From an optimization exercise on the open Yosys and OpenROAD flow, aimed at small area; shortcuts taken in it are not production practice.
Function was checked by simulation only, so behaviour that the tests miss may differ from the original.
Power is estimated from default activity; no workload was simulated.

==> run a: inputs <==
==> flow/design.v <==
module register_file #(
    parameter int WIDTH = 32,
    parameter int ADDR  = 5
) (
    input  logic             clk,
    input  logic             reset,
    input  logic             RegWr,
    input  logic [ADDR-1:0]  Rw,
    input  logic [ADDR-1:0]  Ra,
    input  logic [ADDR-1:0]  Rb,
    input  logic [WIDTH-1:0] busW,
    output logic [WIDTH-1:0] busA,
    output logic [WIDTH-1:0] busB
);
    localparam int DEPTH = 2 ** ADDR;
    localparam int NG    = (DEPTH - 1) / 3;    
    logic [WIDTH-1:0] regs [1:DEPTH-1];
    logic [DEPTH-1:1] valid;
    logic [DEPTH-1:1] we, wen;
    always_comb begin
        for (int i = 1; i < DEPTH; i++) begin
            we[i]  = RegWr && (Rw == ADDR'(i));
            wen[i] = !we[i];
        end
    end
    always_ff @(posedge clk or posedge reset) begin
        if (reset) valid <= '0;
        else       valid <= valid | we;
    end
    for (genvar i = 1; i < DEPTH; i++) begin : g_row
        logic [WIDTH-1:0] d;
        for (genvar b = 0; b < WIDTH; b++) begin : g_bit
            rf_ao22 u_hold (.a1(regs[i][b]), .a2(wen[i]), .b1(busW[b]), .b2(we[i]), .y(d[b]));
        end
        always_ff @(posedge clk) regs[i] <= d;
    end
    logic [DEPTH-1:1] selA, selB;
    always_comb begin
        for (int i = 1; i < DEPTH; i++) begin
            selA[i] = valid[i] && (Ra == ADDR'(i));
            selB[i] = valid[i] && (Rb == ADDR'(i));
        end
    end
    for (genvar b = 0; b < WIDTH; b++) begin : g_rd
        logic [DEPTH-1:1] c;
        for (genvar i = 1; i < DEPTH; i++) begin : g_c
            assign c[i] = regs[i][b];
        end
        rf_read #(.N(DEPTH - 1)) u_a (.sel(selA), .d(c), .y(busA[b]));
        rf_read #(.N(DEPTH - 1)) u_b (.sel(selB), .d(c), .y(busB[b]));
    end
endmodule
module rf_read #(
    parameter int N = 31
) (
    input  logic [N:1] sel,
    input  logic [N:1] d,
    output logic       y
);
    logic [10:0] t;
    for (genvar g = 0; g < 10; g++) begin : g_aoi
        rf_aoi222 u (.a1(sel[3*g+1]), .a2(d[3*g+1]),
                     .b1(sel[3*g+2]), .b2(d[3*g+2]),
                     .c1(sel[3*g+3]), .c2(d[3*g+3]), .y(t[g]));
    end
    rf_nand2 u_last (.a(sel[31]), .b(d[31]), .y(t[10]));
    logic [2:0] p;
    rf_nand4 u_n0 (.a(t[0]), .b(t[1]), .c(t[2]), .d(t[3]), .y(p[0]));
    rf_nand4 u_n1 (.a(t[4]), .b(t[5]), .c(t[6]), .d(t[7]), .y(p[1]));
    rf_nand3 u_n2 (.a(t[8]), .b(t[9]), .c(t[10]), .y(p[2]));
    rf_or3   u_o  (.a(p[0]), .b(p[1]), .c(p[2]), .y(y));
endmodule
module rf_ao22 (input logic a1, a2, b1, b2, output logic y);
    assign y = (a1 & a2) | (b1 & b2);
endmodule
module rf_aoi222 (input logic a1, a2, b1, b2, c1, c2, output logic y);
    assign y = !((a1 & a2) | (b1 & b2) | (c1 & c2));
endmodule
module rf_nand2 (input logic a, b, output logic y);
    assign y = !(a & b);
endmodule
module rf_nand3 (input logic a, b, c, output logic y);
    assign y = !(a & b & c);
endmodule
module rf_nand4 (input logic a, b, c, d, output logic y);
    assign y = !(a & b & c & d);
endmodule
module rf_or3 (input logic a, b, c, output logic y);
    assign y = a | b | c;
endmodule
==> flow/flow/run.sh <==
#!/bin/bash
# The standard layout (standard.sh, which runs ORFS and writes out/final.def)
# with two changes: the port buffers are the smallest buffer, and clock tree
# synthesis uses clkbuf_8 for clusters of at most 14 flip-flops within 70 um
# and inserts no dummy loads. ORFS writes each step's log under orfs/logs/;
# make's own output goes to standard_make.log.
set -uo pipefail
export BUFFER_PORTS_ARGS="-buffer_cell sky130_fd_sc_hd__buf_1"
export CTS_ARGS="-sink_clustering_enable -repair_clock_nets -dont_use_dummy_load -buf_list sky130_fd_sc_hd__clkbuf_8 -sink_clustering_size 14 -sink_clustering_max_diameter 70"
bash standard.sh finish > standard_make.log 2>&1
==> flow/standard.sh <==
#!/bin/bash
# synth_recipe.tcl (not shown) runs the flow's synth.tcl, then flattens the netlist and writes it again
# the make line also repeats each setting of config.mk as NAME=value (left out here)
make -C /OpenROAD-flow-scripts/flow DESIGN_CONFIG=/design/flow/config.mk WORK_HOME=/design/flow/orfs CLKGATE_MAP_FILE= SYNTH_SCRIPT=/design/flow/synth_recipe.tcl "${@:-finish}"
==> flow/config.mk <==
export PLATFORM = sky130hd
export DESIGN_NAME = register_file
export DESIGN_NICKNAME = register_file
export VERILOG_FILES = /design/flow/design.v
export SDC_FILE = /design/flow/constraint.sdc
export NUM_CORES = 4
export LEC_CHECK = 0
export CAP_MARGIN = 20
export CORE_MARGIN = 2
export CORE_UTILIZATION = 55
export SLEW_MARGIN = 20
export SYNTH_HIERARCHICAL = 1
==> flow/constraint.sdc <==
create_clock -name core_clock -period 6.0 [get_ports {clk}]
set_input_delay 1.2000 -clock core_clock [delete_from_list [all_inputs] [get_ports {clk}]]
set_output_delay 1.2000 -clock core_clock [all_outputs]
set_load 0.01 [all_outputs]
==> inputs of run b, as changes to run a <==
==> flow/run.sh (new file) <==
#!/bin/bash
# synth_recipe.tcl (not shown) runs the flow's synth.tcl, then flattens the netlist and writes it again
# the make line also repeats each setting of config.mk as NAME=value (left out here)
make -C /OpenROAD-flow-scripts/flow DESIGN_CONFIG=/design/flow/config.mk WORK_HOME=/design/flow/orfs CLKGATE_MAP_FILE= SYNTH_SCRIPT=/design/flow/synth_recipe.tcl finish
removed: flow/flow/run.sh
removed: flow/standard.sh
==> comparison table <==
| metric | run a | run b |
|---|---|---|
| Status | complete, no violations | failed layout checks |
| Layout check failures | - | negative setup slack |
| Fraction of area in registers | 0.477 | 0.443 |
| Synthesis-to-finish area growth | 11.3% | 19.7% |
| Final Routed Wirelength | 187000 µm | 183000 µm |
| Routed wire per std cell | 41.6 µm | 39.8 µm |
| Slowest stage delay, CP | 0.79 ns | 0.69 ns |
| Ratio of cells with drive above 1 in the final layout | 0.0888 | 0.108 |
| Worst-case headroom to the max-slew limit | 0.0939 | 0.109 |
| Met2 layer wire length in the routed design | 74100 µm | 72600 µm |
| First-pass iteration count of the detailed router | 14 | 15 |
| Post-DP HPWL | 104000 µm | 103000 µm |
| Met1 Usage GRT | 0.599 | 0.589 |
| Final setup viols | 0 | 3 |
| Buffering overhead | 0.0436 | 0.0595 |
| Area of combinational cells with multiple inputs | 18400 µm² | 18400 µm² |
| Fin Hold WS | 0.469 ns | 0.468 ns |
| Placer Congestion | 0.978 | 0.944 |
| Capturing instance or port of the critical path | busA[6] | busB[25] |
| Final core occ | 0.618 | 0.665 |
| Crit-path most repeated cell | sky130_fd_sc_hd__buf_1 | sky130_fd_sc_hd__clkdlybuf4s50_1 |
| Final Worst Setup Slack | 0.298 ns | -0.0877 ns |
| M3 GR Usage | 0.184 | 0.189 |
| Hold-critical path endpoint | valid[23] | valid[19] |
| Routed wl met3 | 31000 µm | 31000 µm |
| Insertion delay of the later-clocked pin in the worst-skew pair | 0.73 ns | 0.66 ns |
| First-pass GRT wire length | 263000 µm | 259000 µm |
| Power in sequential cells | 0.00925 W | 0.00928 W |

[afterwards: timing with drivers on the ports]
How much do the figures lean on ideal ports? The routed layouts below were timed once more, with nothing changed but the port constraints.
Step 1 assumes that a clkbuf_16 drives the clock port and a buf_2 every other input.
Step 2 times the ports against the registers' clock, not the clock port: input delays grow and output delays shrink by t, the midpoint of the rising clock arrivals with the driver on.
Slacks: ideal / step 1 / step 2; pairs: ideal / step 1.
| run | t (ns) | setup slack, ns | worst hold slack (ns) |
|---|---|---|---|
| run a | 0.782 | 0.298 / 0.267 / 0.267 | 0.469 / 0.469 / 0.469 |
| run b | 0.741 | -0.088 / -0.109 / -0.109 | 0.468 / 0.468 / 0.468 |
For run a, which loses most, drivers alone change the setup slack by -0.031 ns; drivers and shift together by -0.031 ns.
